From an optimization exercise on the open Yosys and OpenROAD flow, aimed at small area, a short achievable clock period and few clock cycles per item; shortcuts taken in it are not production practice.
The RTL was checked by simulation tests, not by an equivalence proof against the original design.
Power and IR drop assume default switching activity.

<file path="flow/config.mk">
export PLATFORM = sky130hd
export DESIGN_NAME = md5Hasher
export DESIGN_NICKNAME = md5Hasher
export VERILOG_FILES = /design/flow/design.v
export SDC_FILE = /design/flow/constraint.sdc
export NUM_CORES = 4
export LEC_CHECK = 0
export CAP_MARGIN = 20
export CORE_MARGIN = 2
export CORE_UTILIZATION = 40
export PLACE_DENSITY = 0.6
export SLEW_MARGIN = 20
</file>
<file path="flow/run.sh">
#!/bin/bash
# synth_recipe.tcl (not shown) runs the flow's synth.tcl, then flattens the netlist and writes it again
# the make line also repeats each setting of config.mk as NAME=value (left out here)
make -C /OpenROAD-flow-scripts/flow DESIGN_CONFIG=/design/flow/config.mk WORK_HOME=/design/flow/orfs CLKGATE_MAP_FILE= SYNTH_SCRIPT=/design/flow/synth_recipe.tcl finish
</file>
<file path="flow/constraint.sdc">
create_clock -name core_clock -period 10.0 [get_ports {clk}]
set_input_delay 2.0000 -clock core_clock [delete_from_list [all_inputs] [get_ports {clk}]]
set_output_delay 2.0000 -clock core_clock [all_outputs]
set_load 0.01 [all_outputs]
</file>
<file path="flow/design.v">
`timescale 1ns/1ps
`default_nettype none
package md5Pkg;
	typedef logic [31:0] md5Word;
	typedef logic [3:0] byteLen;
	typedef logic [6:0] cycIdx;
	typedef logic [7:0] apbAddr;
	localparam md5Word initA = 32'h67452301;
	localparam md5Word initB = 32'hefcdab89;
	localparam md5Word initC = 32'h98badcfe;
	localparam md5Word initD = 32'h10325476;
	localparam cycIdx lastCyc = 7'd67;
	localparam apbAddr guessAddr0 = 8'h00;
	localparam apbAddr lenAddr = 8'h10;
	localparam apbAddr ctrlAddr = 8'h14;
	localparam apbAddr digestAddr0 = 8'h20;
endpackage
`default_nettype wire
`timescale 1ns/1ps
`default_nettype none
module md5ApbRegs (
	input logic clk,
	input logic rst,
	input logic psel,
	input logic penable,
	input logic pwrite,
	input md5Pkg::apbAddr paddr,
	input md5Pkg::md5Word pwdata,
	output md5Pkg::md5Word prdata,
	output logic pready,
	output logic pslverr,
	output md5Pkg::md5Word guess0,
	output md5Pkg::md5Word guess1,
	output md5Pkg::md5Word guess2,
	output md5Pkg::md5Word guess3,
	output md5Pkg::byteLen guessLen,
	output logic startReq,
	input logic busy,
	input logic done,
	input md5Pkg::md5Word digestA,
	input md5Pkg::md5Word digestB,
	input md5Pkg::md5Word digestC,
	input md5Pkg::md5Word digestD
);
	md5Pkg::md5Word guessReg [4];
	md5Pkg::byteLen lenReg;
	logic wrEn;
	logic aligned;
	logic guessHit;
	logic lenHit;
	logic ctrlHit;
	logic digestHit;
	logic mapped;
	md5Pkg::md5Word rdMux;
	md5Pkg::md5Word rdReg;
	logic errReg;
	assign wrEn = psel && penable && pwrite;
	assign aligned = paddr[1:0] == 2'b00;
	assign guessHit = aligned && (paddr[7:4] == md5Pkg::guessAddr0[7:4]);
	assign digestHit = aligned && (paddr[7:4] == md5Pkg::digestAddr0[7:4]);
	assign lenHit = paddr == md5Pkg::lenAddr;
	assign ctrlHit = paddr == md5Pkg::ctrlAddr;
	assign mapped = guessHit || digestHit || lenHit || ctrlHit;
	assign startReq = wrEn && ctrlHit && pwdata[0];
	always_ff @(posedge clk) begin
		if (rst) begin
			for (int k = 0; k < 4; k++)
				guessReg[k] <= '0;
			lenReg <= '0;
		end else if (wrEn) begin
			if (guessHit)
				guessReg[paddr[3:2]] <= pwdata;
			if (lenHit)
				lenReg <= pwdata[3:0];
		end
	end
	assign guess0 = guessReg[0];
	assign guess1 = guessReg[1];
	assign guess2 = guessReg[2];
	assign guess3 = guessReg[3];
	assign guessLen = lenReg;
	always_comb begin
		rdMux = '0;
		if (guessHit)
			rdMux = guessReg[paddr[3:2]];
		else if (lenHit)
			rdMux = {28'b0, lenReg};
		else if (ctrlHit)
			rdMux = {30'b0, done, busy};
		else if (digestHit) begin
			case (paddr[3:2])
				2'd0: rdMux = digestA;
				2'd1: rdMux = digestB;
				2'd2: rdMux = digestC;
				default: rdMux = digestD;
			endcase
		end
	end
	always_ff @(posedge clk) begin
		rdReg <= rdMux;
		errReg <= !mapped;
	end
	assign pready = 1'b1;
	assign pslverr = errReg;
	assign prdata = rdReg;
endmodule
`default_nettype wire
`timescale 1ns/1ps
`default_nettype none
module md5Control (
	input logic clk,
	input logic rst,
	input logic startReq,
	output logic busy,
	output logic done,
	output md5Pkg::cycIdx cyc
);
	always_ff @(posedge clk) begin
		if (rst) begin
			busy <= 1'b0;
			done <= 1'b0;
			cyc <= '0;
		end else if (busy) begin
			cyc <= cyc + 7'd1;
			if (cyc == md5Pkg::lastCyc) begin
				busy <= 1'b0;
				done <= 1'b1;
			end
		end else if (startReq) begin
			busy <= 1'b1;
			done <= 1'b0;
			cyc <= '0;
		end
	end
endmodule
`default_nettype wire
`timescale 1ns/1ps
`default_nettype none
module md5MessagePad (
	input logic clk,
	input md5Pkg::md5Word guess0,
	input md5Pkg::md5Word guess1,
	input md5Pkg::md5Word guess2,
	input md5Pkg::md5Word guess3,
	input md5Pkg::byteLen guessLen,
	input logic busy,
	input md5Pkg::cycIdx cyc,
	output md5Pkg::md5Word msgWord
);
	logic [3:0][31:0] guessWords;
	logic [3:0][31:0] padded;
	logic [3:0][31:0] block;
	md5Pkg::byteLen blockLen;
	logic load;
	logic [4:0] msgSel;
	assign guessWords[0] = guess0;
	assign guessWords[1] = guess1;
	assign guessWords[2] = guess2;
	assign guessWords[3] = guess3;
	always_comb begin
		for (int i = 0; i < 16; i++) begin
			if (i < {28'b0, guessLen})
				padded[i / 4][8 * (i % 4) +: 8] = guessWords[i / 4][8 * (i % 4) +: 8];
			else if (i == {28'b0, guessLen})
				padded[i / 4][8 * (i % 4) +: 8] = 8'h80;
			else
				padded[i / 4][8 * (i % 4) +: 8] = 8'h00;
		end
	end
	assign load = busy && (cyc == 7'd0);
	always_ff @(posedge clk) begin
		if (load) begin
			block <= padded;
			blockLen <= guessLen;
		end
	end
	always_comb begin
		msgSel = 5'd16;
		if (cyc == 7'd0)
			msgSel = 5'd0;
		else if (cyc < 7'd16)
			msgSel = {1'b0, cyc[3:0]};
		else if (cyc < 7'd32)
			msgSel = {1'b0, 4'(5 * cyc[3:0] + 4'd1)};
		else if (cyc < 7'd48)
			msgSel = {1'b0, 4'(3 * cyc[3:0] + 4'd5)};
		else if (cyc < 7'd64)
			msgSel = {1'b0, 4'(7 * cyc[3:0])};
	end
	always_comb begin
		case (msgSel)
			5'd0: msgWord = (cyc == 7'd0) ? padded[0] : block[0];
			5'd1: msgWord = block[1];
			5'd2: msgWord = block[2];
			5'd3: msgWord = block[3];
			5'd14: msgWord = {25'b0, blockLen, 3'b000};
			default: msgWord = '0;
		endcase
	end
endmodule
`default_nettype wire
`timescale 1ns/1ps
`default_nettype none
module md5RoundStep (
	input logic clk,
	input logic busy,
	input md5Pkg::cycIdx cyc,
	input md5Pkg::md5Word msgWord,
	output md5Pkg::md5Word stateB,
	output md5Pkg::md5Word stateC,
	output md5Pkg::md5Word stateD,
	output md5Pkg::md5Word stateP
);
	md5Pkg::md5Word bReg;
	md5Pkg::md5Word cReg;
	md5Pkg::md5Word dReg;
	md5Pkg::md5Word pReg;
	logic [5:0] step;
	logic [1:0] round;
	md5Pkg::md5Word funcVal;
	md5Pkg::md5Word stepSum;
	md5Pkg::md5Word rotated;
	md5Pkg::md5Word newB;
	md5Pkg::md5Word sineVal;
	md5Pkg::md5Word dOp;
	md5Pkg::md5Word nextP;
	assign step = 6'(cyc - 7'd1);
	assign round = step[5:4];
	always_comb begin
		case (round)
			2'd0: funcVal = (bReg & cReg) | (~bReg & dReg);
			2'd1: funcVal = (bReg & dReg) | (cReg & ~dReg);
			2'd2: funcVal = bReg ^ cReg ^ dReg;
			default: funcVal = cReg ^ (bReg | ~dReg);
		endcase
	end
	assign stepSum = funcVal + pReg;
	always_comb begin
		case ({round, step[1:0]})
			4'd0: rotated = {stepSum[24:0], stepSum[31:25]};
			4'd1: rotated = {stepSum[19:0], stepSum[31:20]};
			4'd2: rotated = {stepSum[14:0], stepSum[31:15]};
			4'd3: rotated = {stepSum[9:0], stepSum[31:10]};
			4'd4: rotated = {stepSum[26:0], stepSum[31:27]};
			4'd5: rotated = {stepSum[22:0], stepSum[31:23]};
			4'd6: rotated = {stepSum[17:0], stepSum[31:18]};
			4'd7: rotated = {stepSum[11:0], stepSum[31:12]};
			4'd8: rotated = {stepSum[27:0], stepSum[31:28]};
			4'd9: rotated = {stepSum[20:0], stepSum[31:21]};
			4'd10: rotated = {stepSum[15:0], stepSum[31:16]};
			4'd11: rotated = {stepSum[8:0], stepSum[31:9]};
			4'd12: rotated = {stepSum[25:0], stepSum[31:26]};
			4'd13: rotated = {stepSum[21:0], stepSum[31:22]};
			4'd14: rotated = {stepSum[16:0], stepSum[31:17]};
			default: rotated = {stepSum[10:0], stepSum[31:11]};
		endcase
	end
	assign newB = bReg + rotated;
	always_comb begin
		case (cyc)
			7'd0: sineVal = 32'h3eafc779;
			7'd1: sineVal = 32'he8c7b756;
			7'd2: sineVal = 32'h242070db;
			7'd3: sineVal = 32'hc1bdceee;
			7'd4: sineVal = 32'hf57c0faf;
			7'd5: sineVal = 32'h4787c62a;
			7'd6: sineVal = 32'ha8304613;
			7'd7: sineVal = 32'hfd469501;
			7'd8: sineVal = 32'h698098d8;
			7'd9: sineVal = 32'h8b44f7af;
			7'd10: sineVal = 32'hffff5bb1;
			7'd11: sineVal = 32'h895cd7be;
			7'd12: sineVal = 32'h6b901122;
			7'd13: sineVal = 32'hfd987193;
			7'd14: sineVal = 32'ha679438e;
			7'd15: sineVal = 32'h49b40821;
			7'd16: sineVal = 32'hf61e2562;
			7'd17: sineVal = 32'hc040b340;
			7'd18: sineVal = 32'h265e5a51;
			7'd19: sineVal = 32'he9b6c7aa;
			7'd20: sineVal = 32'hd62f105d;
			7'd21: sineVal = 32'h02441453;
			7'd22: sineVal = 32'hd8a1e681;
			7'd23: sineVal = 32'he7d3fbc8;
			7'd24: sineVal = 32'h21e1cde6;
			7'd25: sineVal = 32'hc33707d6;
			7'd26: sineVal = 32'hf4d50d87;
			7'd27: sineVal = 32'h455a14ed;
			7'd28: sineVal = 32'ha9e3e905;
			7'd29: sineVal = 32'hfcefa3f8;
			7'd30: sineVal = 32'h676f02d9;
			7'd31: sineVal = 32'h8d2a4c8a;
			7'd32: sineVal = 32'hfffa3942;
			7'd33: sineVal = 32'h8771f681;
			7'd34: sineVal = 32'h6d9d6122;
			7'd35: sineVal = 32'hfde5380c;
			7'd36: sineVal = 32'ha4beea44;
			7'd37: sineVal = 32'h4bdecfa9;
			7'd38: sineVal = 32'hf6bb4b60;
			7'd39: sineVal = 32'hbebfbc70;
			7'd40: sineVal = 32'h289b7ec6;
			7'd41: sineVal = 32'heaa127fa;
			7'd42: sineVal = 32'hd4ef3085;
			7'd43: sineVal = 32'h04881d05;
			7'd44: sineVal = 32'hd9d4d039;
			7'd45: sineVal = 32'he6db99e5;
			7'd46: sineVal = 32'h1fa27cf8;
			7'd47: sineVal = 32'hc4ac5665;
			7'd48: sineVal = 32'hf4292244;
			7'd49: sineVal = 32'h432aff97;
			7'd50: sineVal = 32'hab9423a7;
			7'd51: sineVal = 32'hfc93a039;
			7'd52: sineVal = 32'h655b59c3;
			7'd53: sineVal = 32'h8f0ccc92;
			7'd54: sineVal = 32'hffeff47d;
			7'd55: sineVal = 32'h85845dd1;
			7'd56: sineVal = 32'h6fa87e4f;
			7'd57: sineVal = 32'hfe2ce6e0;
			7'd58: sineVal = 32'ha3014314;
			7'd59: sineVal = 32'h4e0811a1;
			7'd60: sineVal = 32'hf7537e82;
			7'd61: sineVal = 32'hbd3af235;
			7'd62: sineVal = 32'h2ad7d2bb;
			7'd63: sineVal = 32'heb86d391;
			7'd64: sineVal = 32'h67452301;
			7'd65: sineVal = 32'h10325476;
			7'd66: sineVal = 32'h98badcfe;
			7'd67: sineVal = 32'hefcdab89;
			default: sineVal = '0;
		endcase
	end
	assign dOp = (cyc == 7'd0) ? '0 : dReg;
	assign nextP = dOp + msgWord + sineVal;
	always_ff @(posedge clk) begin
		if (busy) begin
			pReg <= nextP;
			if (cyc == 7'd0) begin
				bReg <= md5Pkg::initB;
				cReg <= md5Pkg::initC;
				dReg <= md5Pkg::initD;
			end else begin
				bReg <= (cyc > 7'd64) ? pReg : newB;
				cReg <= bReg;
				dReg <= cReg;
			end
		end
	end
	assign stateB = bReg;
	assign stateC = cReg;
	assign stateD = dReg;
	assign stateP = pReg;
endmodule
`default_nettype wire
`timescale 1ns/1ps
`default_nettype none
module md5DigestAdd (
	input logic done,
	input md5Pkg::md5Word stateB,
	input md5Pkg::md5Word stateC,
	input md5Pkg::md5Word stateD,
	input md5Pkg::md5Word stateP,
	output md5Pkg::md5Word digestA,
	output md5Pkg::md5Word digestB,
	output md5Pkg::md5Word digestC,
	output md5Pkg::md5Word digestD
);
	assign digestA = done ? stateD : '0;
	assign digestB = done ? stateP : '0;
	assign digestC = done ? stateB : '0;
	assign digestD = done ? stateC : '0;
endmodule
`default_nettype wire
`timescale 1ns/1ps
`default_nettype none
module md5Hasher (
	input logic clk,
	input logic rst,
	input logic psel,
	input logic penable,
	input logic pwrite,
	input md5Pkg::apbAddr paddr,
	input md5Pkg::md5Word pwdata,
	output md5Pkg::md5Word prdata,
	output logic pready,
	output logic pslverr
);
	md5Pkg::md5Word guess0;
	md5Pkg::md5Word guess1;
	md5Pkg::md5Word guess2;
	md5Pkg::md5Word guess3;
	md5Pkg::byteLen guessLen;
	logic startReq;
	logic busy;
	logic done;
	md5Pkg::cycIdx cyc;
	md5Pkg::md5Word msgWord;
	md5Pkg::md5Word stateB;
	md5Pkg::md5Word stateC;
	md5Pkg::md5Word stateD;
	md5Pkg::md5Word stateP;
	md5Pkg::md5Word digestA;
	md5Pkg::md5Word digestB;
	md5Pkg::md5Word digestC;
	md5Pkg::md5Word digestD;
	md5ApbRegs apbRegs (
		.clk(clk),
		.rst(rst),
		.psel(psel),
		.penable(penable),
		.pwrite(pwrite),
		.paddr(paddr),
		.pwdata(pwdata),
		.prdata(prdata),
		.pready(pready),
		.pslverr(pslverr),
		.guess0(guess0),
		.guess1(guess1),
		.guess2(guess2),
		.guess3(guess3),
		.guessLen(guessLen),
		.startReq(startReq),
		.busy(busy),
		.done(done),
		.digestA(digestA),
		.digestB(digestB),
		.digestC(digestC),
		.digestD(digestD)
	);
	md5Control control (
		.clk(clk),
		.rst(rst),
		.startReq(startReq),
		.busy(busy),
		.done(done),
		.cyc(cyc)
	);
	md5MessagePad messagePad (
		.clk(clk),
		.guess0(guess0),
		.guess1(guess1),
		.guess2(guess2),
		.guess3(guess3),
		.guessLen(guessLen),
		.busy(busy),
		.cyc(cyc),
		.msgWord(msgWord)
	);
	md5RoundStep roundStep (
		.clk(clk),
		.busy(busy),
		.cyc(cyc),
		.msgWord(msgWord),
		.stateB(stateB),
		.stateC(stateC),
		.stateD(stateD),
		.stateP(stateP)
	);
	md5DigestAdd digestAdd (
		.done(done),
		.stateB(stateB),
		.stateC(stateC),
		.stateD(stateD),
		.stateP(stateP),
		.digestA(digestA),
		.digestB(digestB),
		.digestC(digestC),
		.digestD(digestD)
	);
endmodule
`default_nettype wire
</file>
==> results.txt, run 1 <==
initial core utilization=a little over 40%; GRT Util Overall=between 20% and 30%; Non-Filler Instances=4,677; initial antenna violation count=1; post-CTS sizing=0; drt pass-1 iters=8; Final HPWL DP=87,100 um; DRC=0; crit-path most repeated cell=a21oi_1; vias in the first global route=28,595; worst slew pin tran=approximately 1.1 ns; crit start category=flip-flop; # setup viols final=0; Hold Slack=0.545 ns; antenna viol nets, final=0; post-CTS setup buffer count=0; number of DRC markers in iteration 0=roughly 5,000; Overall Power=4.08 mW; final hold vios=0; slew margin rel.=24.1%; root buf cell=clkbuf_16; WL final=126,000 um; fin nets=3,770; Layout Utilization=~45%; GPL Wtd Cong=1.01; asr flop ratio synth=0%; Placed Cells=4,586; I/O pin cnt=79; post-synthesis xor/xnor area fraction=4.51%; worst path required time=10.35 ns; post-layout min period=9.58 ns; Crit path arrival time=9.93 ns; Period Utilization, post-route=between 90% and 100%; Pleak=13.7 nW; simple-gate area share of the yosys netlist=17.2%; Area Overhead vs Synth=10.8%; CP endpoint kind=flip-flop; Die Wd=294 um; Clock Latency Late Sink=between 0.6 and 0.7 ns; Vias/cell=between 6 and 7; clock skew=0.0558 ns; Power Dens Cells=109 nW/um^2; ys flop type=edfxtp_1; syn nets=3,812; Syn Area/Cell=9.37 sq um; Critical Path Fanout Max=51; sequential fraction of the synthesis area=38.5%; largest family of logic cells by synthesized area=compound AO/OA/AOI/OAI gates; Reg clk slew, reported paths=0.06 ns; post-synthesis adder-cell area fraction=approximately 7%; compound-gate portion of the synthesized area=a little under a quarter; Vias=30,484; share of cells above drive strength 1=9.29%; slowest stage delay, CP=about 0.63 ns; CORE AREA=~84,000 sq um; hold_buf cts=0; fin. max-slew vios=0; Die Y=294 um; status=complete, no violations; critical path type=reg -> reg; RSZ-0062 raised after global routing=no; Yosys warning total=4; mapped cell area=33,700 sq um; CTS tree=built; routed length per instance=27.0 um; worst-case clock buffer depth=3; number of port buffers=77; MaxCap Viol Count=0; worst hold path class=reg -> reg; Post-synth EDFFs=~380; CTS buffer count=48; row count=106; Overflow after GRT=0; H-Tree Depth=2; Max VDD drop=0.132 mV; die area=around 87,000 sq um; post-synthesis cell type count=95; TNS Setup=0 ns; TritonCTS Sinks=459; slowest CP cell=a41oi_1; largest net degree at the start of global routing=78; Cells after Synth=around 3,600; post-synthesis mux area share=~5.6%; first-pass GRT wire length=188,000 um; f_max=104 MHz; FF+latch count, synth=459
## worst paths after layout
kind	from	endpoint	slack [ns]	depth (start not counted)
max	control.cyc[1]	roundStep.bReg[28]	0.42	34
min	apbRegs.guessReg[2][13]	messagePad.block[77]	0.54	1
max reg2reg	control.cyc[1]	roundStep.bReg[28]	0.42	34
min reg2reg	apbRegs.guessReg[2][13]	messagePad.block[77]	0.54	1
## sequential cells by signal, indices dropped and copies added, names as in the netlist
| name | flops |
|---|---|
| roundStep.pReg | 32 |
| control.cyc | 7 |
| messagePad.blockLen | 4 |
| control.done | 1 |
| roundStep.cReg | 32 |
| roundStep.sineVal | 32 |
| roundStep.dReg | 32 |
| apbRegs.guessReg | 128 |
| control.busy | 1 |
| apbRegs.lenReg | 4 |
| messagePad.block | 121 |
| apbRegs.errReg | 1 |
| roundStep.bReg | 32 |
| apbRegs.rdReg | 32 |
## power by group
part	total, mW	switching, mW	internal [mW]
clock network	1.85	0.794	1.05
logic	0.142	0.0806	0.0610
registers	2.09	0.0127	2.08
## cell families after synthesis
| group | after synthesis |
|---|---|
| compound gates | 1136 |
| fa+ha+maj | 168 |
| buf+inv | 353 |
| mux | 107 |
| simple gates | 1202 |
| other cells | 1 |
| flops | 459 |
| xor+xnor | 173 |
## critical path: cells and delay by family (launching register included)
family                     cells  cell delay [ns]
xor gates and xnor gates       3             0.56
AOI/OAI and AO/OA             21             5.99
buffers and inverters          4             0.97
adders and majority gates      3             0.82
and+or+nand+nor                3             0.45
DFF                            1             0.51
## routing by layer
metal | GRT usage [%] | routed length [um] | vias up
li1 | - | - | 13487
met1 | 39.6 | 52400 | 14802
met2 | 43.8 | 55500 | 1772
met3 | 5.44 | 12200 | 421
met4 | 11.4 | 6140 | 2
met5 | 0 | 12 | -
## synthesized netlist by cell type (36+ instances only)
library cell  count  area, sq um
a21oi_1         246         1230
ha_1            132         1650
nor2_1          325         1220
mux4_2           64         1440
o221ai_1         68          596
and2_1          168         1050
and3_1           81          507
buf_2            37          185
a31oi_1          65          407
xnor2_1         133         1160
nand2_1         341         1280
nor2b_1          53          332
a221oi_1         37          324
nor3_1           51          255
edfxtp_1        381        11400
a21o_1           37          278
xor2_1           39          342
dfxtp_1          78         1560
clkbuf_1        206          773
nand3_1          40          200
inv_1            71          267
fa_1             36          721
nand2b_1         54          338
o22ai_1          85          532
a211oi_1         36          270
o21ai_0         204         1020
## placed cells by master, fill, tap and decap left out, drive strengths merged, types with 36 or more instances in the layout
master / instances
nor3: 53
inv: 75
a21o: 37
ha: 132
edfxtp: 381
nand2b: 54
a211oi: 36
dfxtp: 78
and3: 81
nor2: 332
a21oi: 248
nor2b: 53
o221ai: 68
a31oi: 65
nand3: 41
and2: 168
xnor2: 133
buf: 110
mux4: 64
xor2: 40
o21ai: 218
nand2: 344
a221oi: 37
clkdlybuf4s50: 75
clkbuf: 76
fa: 36
o22ai: 85
## metrics by stage
| step | area [sq um] | setup slack [ns] |
|---|---|---|
| after floorplan | 33700 | 0.551 |
| after CTS | 37400 | 0.611 |
| after global placement | 35700 | 0.755 |
| after global routing | 37400 | 0.0179 |
| after detailed placement | 35700 | 0.679 |
| final | 37400 | 0.418 |
## cell type report
type / count / area [sq um]
antenna: 1 / 2.50
clock buffer: 76 / 1410
clock inverter: 13 / 220
fill: 8050 / 46200
inverter: 76 / 288
multi-input combinational: 2787 / 19500
sequential: 459 / 13000
tap: 1080 / 1350
timing repair buffer: 185 / 1610
Testbench counts, summed over its fixed seeds: cycles 30,800, items 384.
==> inputs of run 2 (changes only) <==
--- a/flow/design.v
+++ b/flow/design.v
@@ -11,4 +11,5 @@
 	localparam md5Word initD = 32'h10325476;
 	localparam cycIdx lastCyc = 7'd67;
+	localparam cycIdx idleCyc = 7'd68;
 	localparam apbAddr guessAddr0 = 8'h00;
 	localparam apbAddr lenAddr = 8'h10;
@@ -38,8 +39,6 @@
 	input logic busy,
 	input logic done,
-	input md5Pkg::md5Word digestA,
-	input md5Pkg::md5Word digestB,
-	input md5Pkg::md5Word digestC,
-	input md5Pkg::md5Word digestD
+	output logic [1:0] digestIdx,
+	input md5Pkg::md5Word digestWord
 );
 	md5Pkg::md5Word guessReg [4];
@@ -88,13 +87,8 @@
 		else if (ctrlHit)
 			rdMux = {30'b0, done, busy};
-		else if (digestHit) begin
-			case (paddr[3:2])
-				2'd0: rdMux = digestA;
-				2'd1: rdMux = digestB;
-				2'd2: rdMux = digestC;
-				default: rdMux = digestD;
-			endcase
-		end
+		else if (digestHit)
+			rdMux = digestWord;
 	end
+	assign digestIdx = paddr[3:2];
 	always_ff @(posedge clk) begin
 		rdReg <= rdMux;
@@ -114,23 +108,60 @@
 	output logic busy,
 	output logic done,
-	output md5Pkg::cycIdx cyc
+	output md5Pkg::cycIdx cyc,
+	output logic isLoad,
+	output logic isStep,
+	output logic [3:0] roundSel,
+	output logic [1:0] rotCoarse,
+	output logic [1:0] rotFine
 );
+	logic start;
+	logic [1:0] fine;
+	assign start = !busy && startReq;
 	always_ff @(posedge clk) begin
 		if (rst) begin
 			busy <= 1'b0;
 			done <= 1'b0;
-			cyc <= '0;
+			cyc <= md5Pkg::idleCyc;
 		end else if (busy) begin
-			cyc <= cyc + 7'd1;
 			if (cyc == md5Pkg::lastCyc) begin
 				busy <= 1'b0;
 				done <= 1'b1;
 			end
-		end else if (startReq) begin
+			cyc <= cyc + 7'd1;
+		end else if (start) begin
 			busy <= 1'b1;
 			done <= 1'b0;
 			cyc <= '0;
+		end else begin
+			cyc <= {cyc[6:2], cyc[1:0] + 2'd1};
 		end
 	end
+	always_comb begin
+		case ({cyc[5:4], cyc[1:0]})
+			4'd0: fine = 2'd3;
+			4'd1: fine = 2'd3;
+			4'd2: fine = 2'd3;
+			4'd3: fine = 2'd2;
+			4'd4: fine = 2'd1;
+			4'd5: fine = 2'd0;
+			4'd6: fine = 2'd0;
+			4'd7: fine = 2'd0;
+			4'd8: fine = 2'd0;
+			4'd9: fine = 2'd2;
+			4'd10: fine = 2'd2;
+			4'd11: fine = 2'd3;
+			4'd12: fine = 2'd2;
+			4'd13: fine = 2'd1;
+			4'd14: fine = 2'd1;
+			default: fine = 2'd1;
+		endcase
+	end
+	always_ff @(posedge clk) begin
+		isLoad <= start && !rst;
+		isStep <= busy && !rst && !cyc[6];
+		roundSel <= 4'b0001 << cyc[5:4];
+		rotCoarse <= cyc[1:0];
+		rotFine <= fine;
+	end
 endmodule
 `default_nettype wire
@@ -144,5 +175,5 @@
 	input md5Pkg::md5Word guess3,
 	input md5Pkg::byteLen guessLen,
-	input logic busy,
+	input logic isLoad,
 	input md5Pkg::cycIdx cyc,
 	output md5Pkg::md5Word msgWord
@@ -152,5 +183,4 @@
 	logic [3:0][31:0] block;
 	md5Pkg::byteLen blockLen;
-	logic load;
 	logic [4:0] msgSel;
 	assign guessWords[0] = guess0;
@@ -168,7 +198,6 @@
 		end
 	end
-	assign load = busy && (cyc == 7'd0);
 	always_ff @(posedge clk) begin
-		if (load) begin
+		if (isLoad) begin
 			block <= padded;
 			blockLen <= guessLen;
@@ -177,7 +206,5 @@
 	always_comb begin
 		msgSel = 5'd16;
-		if (cyc == 7'd0)
-			msgSel = 5'd0;
-		else if (cyc < 7'd16)
+		if (cyc < 7'd16)
 			msgSel = {1'b0, cyc[3:0]};
 		else if (cyc < 7'd32)
@@ -190,5 +217,5 @@
 	always_comb begin
 		case (msgSel)
-			5'd0: msgWord = (cyc == 7'd0) ? padded[0] : block[0];
+			5'd0: msgWord = isLoad ? padded[0] : block[0];
 			5'd1: msgWord = block[1];
 			5'd2: msgWord = block[2];
@@ -204,6 +231,10 @@
 module md5RoundStep (
 	input logic clk,
-	input logic busy,
 	input md5Pkg::cycIdx cyc,
+	input logic isLoad,
+	input logic isStep,
+	input logic [3:0] roundSel,
+	input logic [1:0] rotCoarse,
+	input logic [1:0] rotFine,
 	input md5Pkg::md5Word msgWord,
 	output md5Pkg::md5Word stateB,
@@ -216,8 +247,7 @@
 	md5Pkg::md5Word dReg;
 	md5Pkg::md5Word pReg;
-	logic [5:0] step;
-	logic [1:0] round;
 	md5Pkg::md5Word funcVal;
 	md5Pkg::md5Word stepSum;
+	md5Pkg::md5Word coarse;
 	md5Pkg::md5Word rotated;
 	md5Pkg::md5Word newB;
@@ -225,33 +255,21 @@
 	md5Pkg::md5Word dOp;
 	md5Pkg::md5Word nextP;
-	assign step = 6'(cyc - 7'd1);
-	assign round = step[5:4];
-	always_comb begin
-		case (round)
-			2'd0: funcVal = (bReg & cReg) | (~bReg & dReg);
-			2'd1: funcVal = (bReg & dReg) | (cReg & ~dReg);
-			2'd2: funcVal = bReg ^ cReg ^ dReg;
-			default: funcVal = cReg ^ (bReg | ~dReg);
-		endcase
-	end
+	assign funcVal = ({32{roundSel[0]}} & ((bReg & cReg) | (~bReg & dReg)))
+		| ({32{roundSel[1]}} & ((bReg & dReg) | (cReg & ~dReg)))
+		| ({32{roundSel[2]}} & (bReg ^ cReg ^ dReg))
+		| ({32{roundSel[3]}} & (cReg ^ (bReg | ~dReg)));
 	assign stepSum = funcVal + pReg;
 	always_comb begin
-		case ({round, step[1:0]})
-			4'd0: rotated = {stepSum[24:0], stepSum[31:25]};
-			4'd1: rotated = {stepSum[19:0], stepSum[31:20]};
-			4'd2: rotated = {stepSum[14:0], stepSum[31:15]};
-			4'd3: rotated = {stepSum[9:0], stepSum[31:10]};
-			4'd4: rotated = {stepSum[26:0], stepSum[31:27]};
-			4'd5: rotated = {stepSum[22:0], stepSum[31:23]};
-			4'd6: rotated = {stepSum[17:0], stepSum[31:18]};
-			4'd7: rotated = {stepSum[11:0], stepSum[31:12]};
-			4'd8: rotated = {stepSum[27:0], stepSum[31:28]};
-			4'd9: rotated = {stepSum[20:0], stepSum[31:21]};
-			4'd10: rotated = {stepSum[15:0], stepSum[31:16]};
-			4'd11: rotated = {stepSum[8:0], stepSum[31:9]};
-			4'd12: rotated = {stepSum[25:0], stepSum[31:26]};
-			4'd13: rotated = {stepSum[21:0], stepSum[31:22]};
-			4'd14: rotated = {stepSum[16:0], stepSum[31:17]};
-			default: rotated = {stepSum[10:0], stepSum[31:11]};
+		case (rotCoarse)
+			2'd0: coarse = {stepSum[27:0], stepSum[31:28]};
+			2'd1: coarse = {stepSum[22:0], stepSum[31:23]};
+			2'd2: coarse = {stepSum[17:0], stepSum[31:18]};
+			default: coarse = {stepSum[11:0], stepSum[31:12]};
+		endcase
+		case (rotFine)
+			2'd0: rotated = coarse;
+			2'd1: rotated = {coarse[30:0], coarse[31]};
+			2'd2: rotated = {coarse[29:0], coarse[31:30]};
+			default: rotated = {coarse[28:0], coarse[31:29]};
 		endcase
 	end
@@ -330,18 +348,16 @@
 		endcase
 	end
-	assign dOp = (cyc == 7'd0) ? '0 : dReg;
+	assign dOp = isLoad ? '0 : dReg;
 	assign nextP = dOp + msgWord + sineVal;
 	always_ff @(posedge clk) begin
-		if (busy) begin
-			pReg <= nextP;
-			if (cyc == 7'd0) begin
-				bReg <= md5Pkg::initB;
-				cReg <= md5Pkg::initC;
-				dReg <= md5Pkg::initD;
-			end else begin
-				bReg <= (cyc > 7'd64) ? pReg : newB;
-				cReg <= bReg;
-				dReg <= cReg;
-			end
+		pReg <= nextP;
+		if (isLoad) begin
+			bReg <= md5Pkg::initB;
+			cReg <= md5Pkg::initC;
+			dReg <= md5Pkg::initD;
+		end else begin
+			bReg <= isStep ? newB : pReg;
+			cReg <= bReg;
+			dReg <= cReg;
 		end
 	end
@@ -356,17 +372,24 @@
 module md5DigestAdd (
 	input logic done,
+	input logic [1:0] phase,
+	input logic [1:0] wordIdx,
 	input md5Pkg::md5Word stateB,
 	input md5Pkg::md5Word stateC,
 	input md5Pkg::md5Word stateD,
 	input md5Pkg::md5Word stateP,
-	output md5Pkg::md5Word digestA,
-	output md5Pkg::md5Word digestB,
-	output md5Pkg::md5Word digestC,
-	output md5Pkg::md5Word digestD
+	output md5Pkg::md5Word digestWord
 );
-	assign digestA = done ? stateD : '0;
-	assign digestB = done ? stateP : '0;
-	assign digestC = done ? stateB : '0;
-	assign digestD = done ? stateC : '0;
+	logic [1:0] slot;
+	assign slot = wordIdx + phase + 2'd2;
+	always_comb begin
+		case (slot)
+			2'd0: digestWord = stateB;
+			2'd1: digestWord = stateC;
+			2'd2: digestWord = stateD;
+			default: digestWord = stateP;
+		endcase
+		if (!done)
+			digestWord = '0;
+	end
 endmodule
 `default_nettype wire
@@ -399,8 +422,11 @@
 	md5Pkg::md5Word stateD;
 	md5Pkg::md5Word stateP;
-	md5Pkg::md5Word digestA;
-	md5Pkg::md5Word digestB;
-	md5Pkg::md5Word digestC;
-	md5Pkg::md5Word digestD;
+	logic isLoad;
+	logic isStep;
+	logic [3:0] roundSel;
+	logic [1:0] rotCoarse;
+	logic [1:0] rotFine;
+	logic [1:0] digestIdx;
+	md5Pkg::md5Word digestWord;
 	md5ApbRegs apbRegs (
 		.clk(clk),
@@ -422,8 +448,6 @@
 		.busy(busy),
 		.done(done),
-		.digestA(digestA),
-		.digestB(digestB),
-		.digestC(digestC),
-		.digestD(digestD)
+		.digestIdx(digestIdx),
+		.digestWord(digestWord)
 	);
 	md5Control control (
@@ -433,5 +457,10 @@
 		.busy(busy),
 		.done(done),
-		.cyc(cyc)
+		.cyc(cyc),
+		.isLoad(isLoad),
+		.isStep(isStep),
+		.roundSel(roundSel),
+		.rotCoarse(rotCoarse),
+		.rotFine(rotFine)
 	);
 	md5MessagePad messagePad (
@@ -442,5 +471,5 @@
 		.guess3(guess3),
 		.guessLen(guessLen),
-		.busy(busy),
+		.isLoad(isLoad),
 		.cyc(cyc),
 		.msgWord(msgWord)
@@ -448,6 +477,10 @@
 	md5RoundStep roundStep (
 		.clk(clk),
-		.busy(busy),
 		.cyc(cyc),
+		.isLoad(isLoad),
+		.isStep(isStep),
+		.roundSel(roundSel),
+		.rotCoarse(rotCoarse),
+		.rotFine(rotFine),
 		.msgWord(msgWord),
 		.stateB(stateB),
@@ -458,12 +491,11 @@
 	md5DigestAdd digestAdd (
 		.done(done),
+		.phase(cyc[1:0]),
+		.wordIdx(digestIdx),
 		.stateB(stateB),
 		.stateC(stateC),
 		.stateD(stateD),
 		.stateP(stateP),
-		.digestA(digestA),
-		.digestB(digestB),
-		.digestC(digestC),
-		.digestD(digestD)
+		.digestWord(digestWord)
 	);
 endmodule
--- a/flow/config.mk
+++ b/flow/config.mk
@@ -10,3 +10,4 @@
 export CORE_UTILIZATION = 40
 export PLACE_DENSITY = 0.6
+export SETUP_SLACK_MARGIN = 4
 export SLEW_MARGIN = 20
==> results.txt, run 2 <==
Die Y=279 um (-5.3%); # setup viols final=0 (unchanged); slowest stage delay, CP=0.49 ns (-0.14 ns); initial core utilization=40.5% (+0.14 points); post-synthesis cell type count=89 (-6.3%); most area-hungry cell type in the Yosys netlist=edfxtp_1; r2r worst-path depth=33 (-2.9%); max reg flops=128 (unchanged); Hold Path Stages=2 (+1); first-pass GRT wire length=160,000 um (-15%); Met2 Routed Length=47,300 um (-15%); worst hold path class=reg -> reg; fin. max-slew vios=0 (unchanged); R2R Path End=roundStep.bReg[22]; GPL Wtd Cong=1.02 (+0.19%); slowest CP cell=xnor2_1; Period Utilization, post-route=68.3% (-28 points); filler instances=6,932 (-14%); mapped cell area=30,200 sq um (-10%); metal3 WL=9510 um (-22%); Regs by FF count=apbRegs.guessReg: 128 flops, messagePad.block: 121 flops; largest net degree at the start of global routing=109 (+40%); Max VDD drop=0.129 mV (-1.7%); crit start category=flip-flop; Layout Utilization=48.6% (+3.9 points); top cells by count, synth=nor2_1, nand2_1, edfxtp_1; top routing layer in use=met4; Synth top area share=25.1% (-8.8 points); critical path type=reg -> reg; Pleak=13.9 nW (+1.6%); final hold vios=0 (unchanged); CTS buffer count=49 (+2.1%); Area Overhead vs Synth=20.0%; I/O pin cnt=79 (unchanged); Vias/cell=6.04 (-7.3%); Yosys warning total=5 (+1); sequential fraction of the synthesis area=37.3% (-1.2 points); vias in the first global route=25,136 (-12%); delay-heaviest family, CP=compound AO/OA/AOI/OAI gates; WP buf/inv=4 (unchanged); drt pass-1 iters=8 (unchanged); worst path required time=10.50 ns (+0.15 ns); beginning of the worst hold path=roundStep.pReg[4]; Vias=26,732 (-12%); Die Wd=279 um (-5.3%); hold_buf cts=0 (unchanged); largest cells by area after synthesis=edfxtp_1, dfxtp_1, mux4_2; initial antenna violation count=0 (-1); RR Startpoint=control.roundSel[3]; WL met1=46,400 um (-12%); Final HPWL DP=74,300 um (-15%); GRT Util Overall=27.0% (-1.6 points); row count=100 (-5.7%); worst hold endpoint=roundStep.bReg[4]; worst-case clock buffer depth=3 (unchanged); ys flop type=edfxtp_1; Reg with most FFs=apbRegs.guessReg; DRC=0 (unchanged); Overflow after GRT=0 (unchanged); CTS tree=built; TNS Setup=0 ns (unchanged); clock skew=0.0518 ns (-0.00397 ns); WL final=108,000 um (-15%); Crit path arrival time=7.33 ns (-2.60 ns); Post-synth EDFFs=253 (-34%); antenna cells=0 (-1); FF+latch count, synth=437 (-4.8%); share of cells above drive strength 1=19.0% (+9.8 points); R2R setup slack=3.17 ns (+2.75 ns); root buf cell=clkbuf_16; MaxCap Viol Count=0 (unchanged); worst slew pin tran=1.16 ns (+0.0337 ns); CORE AREA=74,600 sq um (-11%); CP endpoint kind=flip-flop; Hold Slack=0.489 ns (-0.0554 ns); most common cell in the netlist=nor2_1; f_max=146 MHz (+40%); asr flop ratio synth=0% (unchanged); status=complete, no violations; antenna viol nets, final=0 (unchanged); Reg clk slew, reported paths=0.07 ns (about the same); Power Dens Cells=142 nW/um^2 (+30%); RSZ-0062 raised after global routing=yes; most frequent cells in the layout=nor2_1, nand2_1, edfxtp_1; slew margin rel.=22.3% (-1.7 points); TritonCTS Sinks=437 (-4.8%); commonest non-fill, non-tap cell in the layout=nor2_1; Cells after Synth=3,349 (-6.9%); post-layout min period=6.83 ns (-2.75 ns); H-Tree Depth=2 (unchanged); number of port buffers=77 (unchanged); syn nets=3,556 (-6.7%); Clock Latency Late Sink=0.63 ns (about the same); fin nets=3,623 (-3.9%); Critical Path Fanout Max=7 (-86%); pre-CTS setup slack=1.84 ns (+1.16 ns); Syn Area/Cell=9.02 sq um (-3.8%); number of DRC markers in iteration 0=3,072 (-37%); Final WS setup=3.17 ns (+2.75 ns); routed length per instance=24.4 um (-9.8%); die area=77,800 sq um (-10%)
==> run 2: how the worst max path moves through the flow <==
stage / startpoint / depth (start not counted) / to
after floorplan: control.roundSel[3] / 31 / roundStep.bReg[29]
after global placement: control.cyc[0] / 28 / roundStep.pReg[28]
after detailed placement: control.cyc[0] / 27 / roundStep.pReg[31]
after CTS: control.roundSel[3] / 30 / roundStep.bReg[29]
after global routing: control.roundSel[3] / 30 / roundStep.bReg[31]
final: control.roundSel[3] / 33 / roundStep.bReg[22]
==> run 2: cell type report <==
class	instances	area, sq um	share of cell area [%]
well taps	969	1210	3.34
clock buffers	73	1480	4.08
multi-input cells	2482	18700	51.7
repair buffers	256	2420	6.67
inverters	187	769	2.12
flip-flops and latches	437	11300	31.3
clock inverters	18	253	0.697
repair inverters	3	41.3	0.114
==> run 2: stage by stage <==
stage	cells	power, mW	area [sq um]
floorplan	3349	2.78	30600
global placement	4196	3.11	32000
detailed placement	4196	3.11	32000
CTS	4399	5.13	35500
global route	4425	5.34	36200
finish	4425	5.16	36200
==> run 2: routing by layer <==
layer / vias to the layer above / GRT usage [%]
li1: 12176 / -
met1: 12926 / 37.7
met2: 1378 / 41.2
met3: 252 / 5.25
met4: 0 / 10.2
met5: - / 0
==> run 2: repair_timing <==
action,in CTS,in global routing
setup endpoints to repair,61,49
pin swaps,87,73
gates resized for setup,196,130
setup buffers,106,25
gates cloned,6,0
==> run 2: cells by family (layout without fill, tap and decap cells) <==
group | count (synthesis) | after routing | synth area share [%]
xor gates and xnor gates | 157 | 157 | 4.63
other | 1 | 1 | 0.0124
AOI/OAI and AO/OA | 860 | 860 | 18.5
adders and majority gates | 162 | 162 | 7.63
buffers and inverters | 432 | 537 | 5.39
and+or+nand+nor | 1138 | 1140 | 18.0
muxes | 162 | 162 | 8.47
DFF | 437 | 437 | 37.3
==> run 2: report_power, final <==
group / leakage (nW) / switching, mW / total (mW) / internal, mW
registers: 3.60 / 0.0856 / 2.04 / 1.95
logic: 9.44 / 0.703 / 1.20 / 0.500
clock network: 0.846 / 0.788 / 1.92 / 1.13
total: 13.9 / 1.58 / 5.16 / 3.59
==> run 2: worst register-to-register path: cells and delay by family (launching register included) <==
kind / cells / cell delay (ns)
xor gates and xnor gates: 2 / 0.64
muxes: 2 / 0.37
adders and majority gates: 2 / 0.86
and+or+nand+nor: 8 / 1.40
AOI/OAI and AO/OA: 15 / 2.46
buffers and inverters: 4 / 0.62
DFF: 1 / 0.38
Testbench counts of run 2, summed over its fixed seeds: cycles 30,800, items 384.
==> inputs of run 3 (changes only) <==
--- a/flow/design.v
+++ b/flow/design.v
@@ -111,5 +111,4 @@
 	output logic isLoad,
 	output logic isStep,
-	output logic [3:0] roundSel,
 	output logic [1:0] rotCoarse,
 	output logic [1:0] rotFine
@@ -160,5 +159,4 @@
 		isLoad <= start && !rst;
 		isStep <= busy && !rst && !cyc[6];
-		roundSel <= 4'b0001 << cyc[5:4];
 		rotCoarse <= cyc[1:0];
 		rotFine <= fine;
@@ -234,5 +232,4 @@
 	input logic isLoad,
 	input logic isStep,
-	input logic [3:0] roundSel,
 	input logic [1:0] rotCoarse,
 	input logic [1:0] rotFine,
@@ -247,4 +244,8 @@
 	md5Pkg::md5Word dReg;
 	md5Pkg::md5Word pReg;
+	md5Pkg::md5Word xReg;
+	md5Pkg::md5Word yReg;
+	md5Pkg::md5Word xNext;
+	md5Pkg::md5Word yNext;
 	md5Pkg::md5Word funcVal;
 	md5Pkg::md5Word stepSum;
@@ -255,8 +256,34 @@
 	md5Pkg::md5Word dOp;
 	md5Pkg::md5Word nextP;
-	assign funcVal = ({32{roundSel[0]}} & ((bReg & cReg) | (~bReg & dReg)))
-		| ({32{roundSel[1]}} & ((bReg & dReg) | (cReg & ~dReg)))
-		| ({32{roundSel[2]}} & (bReg ^ cReg ^ dReg))
-		| ({32{roundSel[3]}} & (cReg ^ (bReg | ~dReg)));
+	always_comb begin
+		case (cyc[5:4])
+			2'd0: begin
+				xNext = bReg;
+				yNext = cReg;
+			end
+			2'd1: begin
+				xNext = bReg | cReg;
+				yNext = bReg & ~cReg;
+			end
+			2'd2: begin
+				xNext = ~(bReg ^ cReg);
+				yNext = bReg ^ cReg;
+			end
+			default: begin
+				xNext = ~bReg;
+				yNext = ~(bReg ^ cReg);
+			end
+		endcase
+	end
+	always_ff @(posedge clk) begin
+		if (isLoad) begin
+			xReg <= md5Pkg::initC;
+			yReg <= md5Pkg::initD;
+		end else begin
+			xReg <= xNext;
+			yReg <= yNext;
+		end
+	end
+	assign funcVal = (bReg & xReg) | (~bReg & yReg);
 	assign stepSum = funcVal + pReg;
 	always_comb begin
@@ -424,5 +451,4 @@
 	logic isLoad;
 	logic isStep;
-	logic [3:0] roundSel;
 	logic [1:0] rotCoarse;
 	logic [1:0] rotFine;
@@ -460,5 +486,4 @@
 		.isLoad(isLoad),
 		.isStep(isStep),
-		.roundSel(roundSel),
 		.rotCoarse(rotCoarse),
 		.rotFine(rotFine)
@@ -480,5 +505,4 @@
 		.isLoad(isLoad),
 		.isStep(isStep),
-		.roundSel(roundSel),
 		.rotCoarse(rotCoarse),
 		.rotFine(rotFine),
==> results.txt, run 3 <==
status=complete, no violations; Pleak=14.8 nW (+6.4%); MaxCap Viol Count=0 (unchanged); Syn Area/Cell=9.24 sq um (+2.4%); simple-gate area share of the yosys netlist=15.7% (-2.3 points); critical path type=reg -> reg; Synth top area share=23.4% (-1.7 points); top cells by count, synth=nand2_1, nor2_1, edfxtp_1; Reg clk slew, reported paths=0.06 ns (about the same); register area=12,500 sq um (+11%); post-synthesis cell type count=84 (-5.6%); crit start category=flip-flop; Yosys warning total=5 (unchanged); FF+latch count, synth=497 (+14%); antenna viol nets, final=0 (unchanged); worst hold path class=reg -> reg; row count=104 (+4.0%); DRC=0 (unchanged); drt pass-1 iters=7 (-1); number of port buffers=77 (unchanged); commonest non-fill, non-tap cell in the layout=nand2_1; slew margin rel.=25.0% (+2.6 points); compound-gate portion of the synthesized area=18.6% (+0.10 points); Clock Latency Late Sink=0.62 ns (about the same); Post-synth EDFFs=253 (unchanged); Die Y=289 um (+3.6%); f_max=155 MHz (+5.8%); slowest CP cell=a311o_1; GRT Util Overall=25.2% (-1.7 points); most frequent cells in the layout=nand2_1, nor2_1, edfxtp_1; Hold Slack=0.500 ns (+0.0107 ns); post-synthesis mux area share=10.2% (+1.7 points); Cells after Synth=3,513 (+4.9%); max reg flops=128 (unchanged); routed length per instance=23.3 um (-4.5%); first-pass GRT wire length=162,000 um (+1.3%); fin nets=3,811 (+5.2%); most area-hungry cell type in the Yosys netlist=edfxtp_1; Critical Path Fanout Max=4 (-3); worst path required time=10.52 ns (+0.02 ns); # setup viols final=0 (unchanged); crit-path most repeated cell=mux2_4; post-layout min period=6.46 ns (-0.372 ns); ys flop type=edfxtp_1; Reg with most FFs=apbRegs.guessReg; final hold vios=0 (unchanged); worst-case clock buffer depth=3 (unchanged); H-Tree Depth=2 (unchanged); worst slew pin tran=1.13 ns (-0.0393 ns); CP endpoint kind=flip-flop; asr flop ratio synth=0% (unchanged); post-synthesis xor/xnor area fraction=2.46% (-2.2 points); sequential fraction of the synthesis area=38.4% (+1.1 points); root buf cell=clkbuf_16; Layout Utilization=47.1% (-1.5 points); largest net degree at the start of global routing=125 (+15%); TritonCTS Sinks=497 (+14%); Multi-input gate area=19,500 sq um (+3.9%); Vias=27,324 (+2.2%); CTS tree=built; initial antenna violation count=2 (+2); Vias/cell=5.88 (-2.7%); largest family of logic cells by synthesized area=compound AO/OA/AOI/OAI gates; mapped cell area=32,500 sq um (+7.4%); Area Overhead vs Synth=16.7%; Period Utilization, post-route=64.6% (-3.7 points); I/O pin cnt=79 (unchanged); slowest stage delay, CP=0.40 ns (-0.09 ns); Regs by FF count=apbRegs.guessReg: 128 flops, messagePad.block: 121 flops; Die Wd=289 um (+3.6%); Final HPWL DP=75,000 um (+0.99%); syn nets=3,783 (+6.4%); CORE AREA=80,400 sq um (+7.8%); clock skew=0.0433 ns (-0.00849 ns); TNS Setup=0 ns (unchanged); share of cells above drive strength 1=15.4% (-3.6 points); most common cell in the netlist=nand2_1; Post-DP Area=34,300 sq um (+7.3%); post-synthesis adder-cell area fraction=9.53% (+1.9 points); die area=83,500 sq um (+7.3%); fin. max-slew vios=0 (unchanged); filler instances=7,667 (+11%); Power Dens Cells=190 nW/um^2 (+34%); Max VDD drop=0.129 mV (-0.44%); RSZ-0062 raised after global routing=yes; WL final=108,000 um (+0.40%); CTS buffer count=55 (+12%); vias in the first global route=25,951 (+3.2%); fin area=37,900 sq um (+4.5%); number of DRC markers in iteration 0=3,019 (-1.7%); Overflow after GRT=0 (unchanged); largest cells by area after synthesis=edfxtp_1, dfxtp_1, ha_1; GPL Wtd Cong=1.00 (-1.4%); Crit path arrival time=6.98 ns (-0.35 ns); initial core utilization=40.4% (-0.15 points)
==> run 3: changes by cell type after synthesis, sizes merged, moves of 34 or more <==
cell,before,now
nand2,285,367
xnor2,132,63
ha,125,188
dfxtp,184,244
a211oi,30,80
a31oi,81,33
mux2i,78,124
and2,77,121
o211ai,22,64
nand2b,55,18
nor3,90,54
or2,49,15
==> run 3: where the power goes <==
| part | leakage [nW] | total, mW | switching, mW | internal [mW] |
|---|---|---|---|---|
| Clock | 0.913 | 2.06 | 0.852 | 1.21 |
| Sequential | 4.13 | 2.48 | 0.119 | 2.36 |
| Combinational | 9.73 | 2.67 | 1.58 | 1.09 |
| Total | 14.8 | 7.21 | 2.55 | 4.65 |
==> run 3: path summary, 6_finish.rpt <==
kind / start / to / slack [ns] / cells past startpoint
setup / recovery: roundStep.bReg[0] / roundStep.bReg[24] / 3.54 / 28
hold / removal: roundStep.cReg[12] / roundStep.dReg[12] / 0.50 / 2
hold reg to reg: roundStep.cReg[12] / roundStep.dReg[12] / 0.50 / 2
setup reg to reg: roundStep.bReg[0] / roundStep.bReg[24] / 3.54 / 28
==> run 3: routing by layer <==
layer / GRT usage [%] / up-vias / wire length [um] / part of all wire, %
met3: 3.77 / 243 / 7840 / 7.2
met2: 40.4 / 1111 / 49200 / 45
met5: 0 / - / 0 / 0
met1: 35.1 / 13247 / 47100 / 44
met4: 8.07 / 0 / 4080 / 3.8
li1: - / 12723 / - / -
==> run 3: cell families (layout without fill, tap and decap cells) <==
logic type / after synthesis / in the layout
AOI/OAI and AO/OA: 915 / 915
xor gates and xnor gates: 91 / 91
adders and majority gates: 225 / 225
buffers and inverters: 436 / 510
DFF: 497 / 497
muxes: 234 / 234
other: 1 / 3
and+or+nand+nor: 1114 / 1115
==> run 3: repair_timing <==
action,CTS,global route
cloned,2,2
pin swaps,46,74
setup buffers,37,48
hold buffers,0,0
endpoints found under the setup margin,48,27
gates resized for setup,102,125
==> run 3: stage by stage <==
stage,setup slack (ns),total power [mW],instances
after global placement,2.54,4.86,4455
after floorplan,3.99,4.16,3513
after CTS,3.51,7.03,4598
after detailed placement,2.43,4.86,4455
after global routing,3.37,7.55,4648
final,3.54,7.21,4650
==> run 3: cell type report <==
class                   count  share of cell area (%)
multi-input cells        2581                    51.4
flip-flops and latches    497                    33.1
repair buffers            208                    4.93
clock buffers              85                    4.33
well taps                1060                    3.50
inverters                 196                    2.07
clock inverters            19                   0.572
repair inverters            2                  0.0727
diodes                      2                  0.0132
==> run 3: worst max-delay path, delay by kind of cell (launching register included) <==
kind / cells / cell delay (ns)
flops: 1 / 0.35
buf+inv: 2 / 0.24
simple gates: 1 / 0.15
fa+ha+maj: 3 / 0.77
compound gates: 18 / 3.71
mux: 4 / 1.15
Testbench counts of run 3, summed over its fixed seeds: cycles 30,800, items 384.
==> inputs of run 4 (changes only) <==
--- a/flow/config.mk
+++ b/flow/config.mk
@@ -10,4 +10,4 @@
 export CORE_UTILIZATION = 40
 export PLACE_DENSITY = 0.6
-export SETUP_SLACK_MARGIN = 4
+export SETUP_SLACK_MARGIN = 5
 export SLEW_MARGIN = 20
==> results.txt, run 4 <==
Overall Power=7.22 mW (+0.23%); syn nets=3,783 (unchanged); GRT Util Overall=25.5% (+0.28 points); number of DRC markers in iteration 0=2,650 (-12%); Die Y=289 um (unchanged); r2r worst-path depth=28 (unchanged); RSZ-0062 raised after global routing=yes; final hold vios=0 (unchanged); WL final=109,000 um (+0.53%); Yosys warning total=5 (unchanged); Non-Filler Instances=4,674 (+0.52%); post-layout min period=6.34 ns (-0.113 ns); fin nets=3,838 (+0.71%); Crit path arrival time=6.81 ns (-0.17 ns); CORE AREA=80,400 sq um (unchanged); most area-hungry cell type in the Yosys netlist=edfxtp_1; initial antenna violation count=1 (-1); CTS buffer count=55 (unchanged); R2R Path End=roundStep.bReg[18]; slowest stage delay, CP=0.38 ns (-0.02 ns); Clock Latency Late Sink=0.63 ns (about the same); asr flop ratio synth=0% (unchanged); antenna cells=0 (-2); sequential fraction of the synthesis area=38.4% (unchanged); fin. max-slew vios=0 (unchanged); drt pass-1 iters=7 (unchanged); f_max=158 MHz (+1.8%); initial core utilization=40.4% (unchanged); RR Startpoint=roundStep.bReg[0]; GPL Wtd Cong=0.967 (-3.5%); CP endpoint kind=flip-flop; most frequent cells in the layout=nand2_1, nor2_1, edfxtp_1; Reg clk slew, reported paths=0.06 ns (about the same); row count=104 (unchanged); clock skew=0.0454 ns (+0.00211 ns); number of port buffers=77 (unchanged); beginning of the worst hold path=roundStep.cReg[10]; max reg flops=128 (unchanged); Regs by FF count=apbRegs.guessReg: 128 flops, messagePad.block: 121 flops; vias in the first global route=25,618 (-1.3%); filler instances=7,609 (-0.76%); Pleak=15.0 nW (+1.5%); routed length per instance=23.3 um (about the same); Vias/cell=5.84 (-0.60%); antenna viol nets, final=0 (unchanged); I/O pin cnt=79 (unchanged); FF+latch count, synth=497 (unchanged); Final HPWL DP=75,500 um (+0.61%); worst hold path class=reg -> reg; ys flop type=edfxtp_1; CTS tree=built; first-pass GRT wire length=163,000 um (+0.68%); Period Utilization, post-route=63.4% (-1.1 points); TritonCTS Sinks=497 (unchanged); Die Wd=289 um (unchanged); Power Dens Cells=189 nW/um^2 (-0.85%); H-Tree Depth=2 (unchanged); root buf cell=clkbuf_16; commonest non-fill, non-tap cell in the layout=nand2_1; Synth top area share=23.4% (unchanged); slew margin rel.=32.6% (+7.6 points); crit start category=flip-flop; Reg with most FFs=apbRegs.guessReg; Overflow after GRT=0 (unchanged); Critical Path Fanout Max=6 (+2); Post-synth EDFFs=253 (unchanged); top cells by count, synth=nand2_1, nor2_1, edfxtp_1; Max VDD drop=0.151 mV (+17%); Placed Cells=4,460 (+0.11%); worst path required time=10.47 ns (-0.05 ns); largest net degree at the start of global routing=104 (-17%); largest cells by area after synthesis=edfxtp_1, dfxtp_1, ha_1; DRC=0 (unchanged); slowest CP cell=fa_2; Area Overhead vs Synth=17.9%; critical path type=reg -> reg; worst-case clock buffer depth=3 (unchanged); Syn Area/Cell=9.24 sq um (unchanged); status=complete, no violations; Vias=27,299 (-0.091%); worst slew pin tran=1.01 ns (-0.114 ns); Cells after Synth=3,513 (unchanged); mapped cell area=32,500 sq um (unchanged); TNS Setup=0 ns (unchanged); # setup viols final=0 (unchanged); most common cell in the netlist=nand2_1; MaxCap Viol Count=0 (unchanged); share of cells above drive strength 1=17.1% (+1.7 points); R2R setup slack=3.66 ns (+0.11 ns); die area=83,500 sq um (unchanged); Hold Path Stages=2 (unchanged); crit-path most repeated cell=o21a_1; post-synthesis cell type count=84 (unchanged); worst hold endpoint=roundStep.dReg[10]
==> run 4: cell counts after synthesis <==
Identical to the previous run, type by type.
==> run 4: cell families after synthesis <==
group	Yosys count	share of synthesized area, %
compound gates	915	18.6
xor+xnor	91	2.46
fa+ha+maj	225	9.53
buf+inv	436	5.06
flops	497	38.4
mux	234	10.2
other cells	1	0.0116
simple gates	1114	15.7
==> run 4: repair_timing <==
action / CTS / global route
endpoints found under the setup margin: 63 / 53
pin swaps: 64 / 62
buffers inserted: 75 / 32
gates cloned: 4 / 0
hold endpoints to repair: 0 / 0
resized for setup: 130 / 129
hold buffers: 0 / 0
==> run 4: how the worst max path moves through the flow <==
| stage | endpoint | slack, ns | cells after the start | startpoint |
|---|---|---|---|---|
| 2_1_floorplan | roundStep.pReg[30] | 4.00 | 24 | control.cyc[2] |
| 3_3_place_gp | roundStep.pReg[30] | 2.49 | 27 | control.cyc[2] |
| 3_5_place_dp | roundStep.pReg[30] | 2.43 | 27 | control.cyc[2] |
| 4_1_cts | roundStep.bReg[30] | 3.55 | 28 | roundStep.bReg[0] |
| 5_1_grt | roundStep.bReg[30] | 3.41 | 28 | roundStep.bReg[0] |
| 6_report | roundStep.bReg[18] | 3.66 | 28 | roundStep.bReg[0] |
==> run 4: final cells by class <==
| cell class | count | area [sq um] | area share, % |
|---|---|---|---|
| Clock inverter | 34 | 335 | 0.876 |
| Multi-Input combinational cell | 2581 | 19600 | 51.3 |
| Timing Repair inverter | 2 | 32.5 | 0.0850 |
| Clock buffer | 69 | 1470 | 3.84 |
| Timing Repair Buffer | 235 | 2170 | 5.68 |
| Inverter | 196 | 779 | 2.04 |
| Tap cell | 1060 | 1330 | 3.46 |
| Sequential cell | 497 | 12500 | 32.8 |
==> run 4: critical path: cells and delay by family (launching register included) <==
| family | cells | cell delay (ns) |
|---|---|---|
| multiplexers | 3 | 0.76 |
| AO/OA/AOI/OAI | 17 | 3.38 |
| AND/OR/NAND/NOR | 2 | 0.40 |
| flip-flops | 1 | 0.35 |
| buffers and inverters | 2 | 0.26 |
| adder cells (fa/ha/maj) | 3 | 0.88 |
| XOR/XNOR | 1 | 0.17 |
==> run 4: through the flow <==
stage	worst slack [ns]	utilization, %	hold WS, ns	instance area, sq um
after floorplan	4.00	-	0.406	32900
after global placement	2.49	42.9	0.479	34500
after detailed placement	2.43	42.9	0.482	34500
after CTS	3.55	46.7	0.499	37500
after global routing	3.41	47.6	0.534	38300
final	3.66	47.6	0.501	38300
==> run 4: layer usage <==
layer	global-route usage, %	part of all wire (%)	wire, um	up-vias
met5	0	0	0	-
li1	-	-	-	12786
met4	7.94	3.4	3680	0
met3	3.72	7.0	7590	205
met2	41.0	46	49900	1107
met1	35.5	44	47600	13201
==> run 4: power breakdown <==
| group | total [mW] | leakage (nW) | internal (mW) | switching [mW] |
|---|---|---|---|---|
| clock network | 2.02 | 0.890 | 1.15 | 0.870 |
| registers | 2.47 | 4.13 | 2.36 | 0.116 |
| logic | 2.73 | 9.97 | 1.12 | 1.61 |

==> what the ideal ports hide <==
Ports are ideal in the flow. The routed layouts listed here were re-timed in OpenROAD. Step 1, drivers: a clkbuf_16 drives clk and a buf_2 each remaining input, both assumed. Step 2 times the ports against the registers' clock, not the clock port: input delays grow and output delays shrink by t, the midpoint of the rising clock arrivals with the driver on. Slacks: no drivers / after step 1 / after step 2; pairs: no drivers / after step 1.
run | t (ns) | slack for setup (ns) | worst setup path after step 2 | slew at the worst register clock pin (ns)
run 1 | 0.672 | 0.418 / 0.418 / 0.418 | register to register | 0.07 / 0.07
run 2 | 0.669 | 3.170 / 3.170 / 3.170 | register to register | 0.07 / 0.07
run 3 | 0.671 | 3.542 / 3.542 / 3.542 | register to register | 0.07 / 0.07
run 4 | 0.673 | 3.655 / 3.655 / 3.655 | register to register | 0.07 / 0.07
After both steps setup and hold are still met in every run listed.
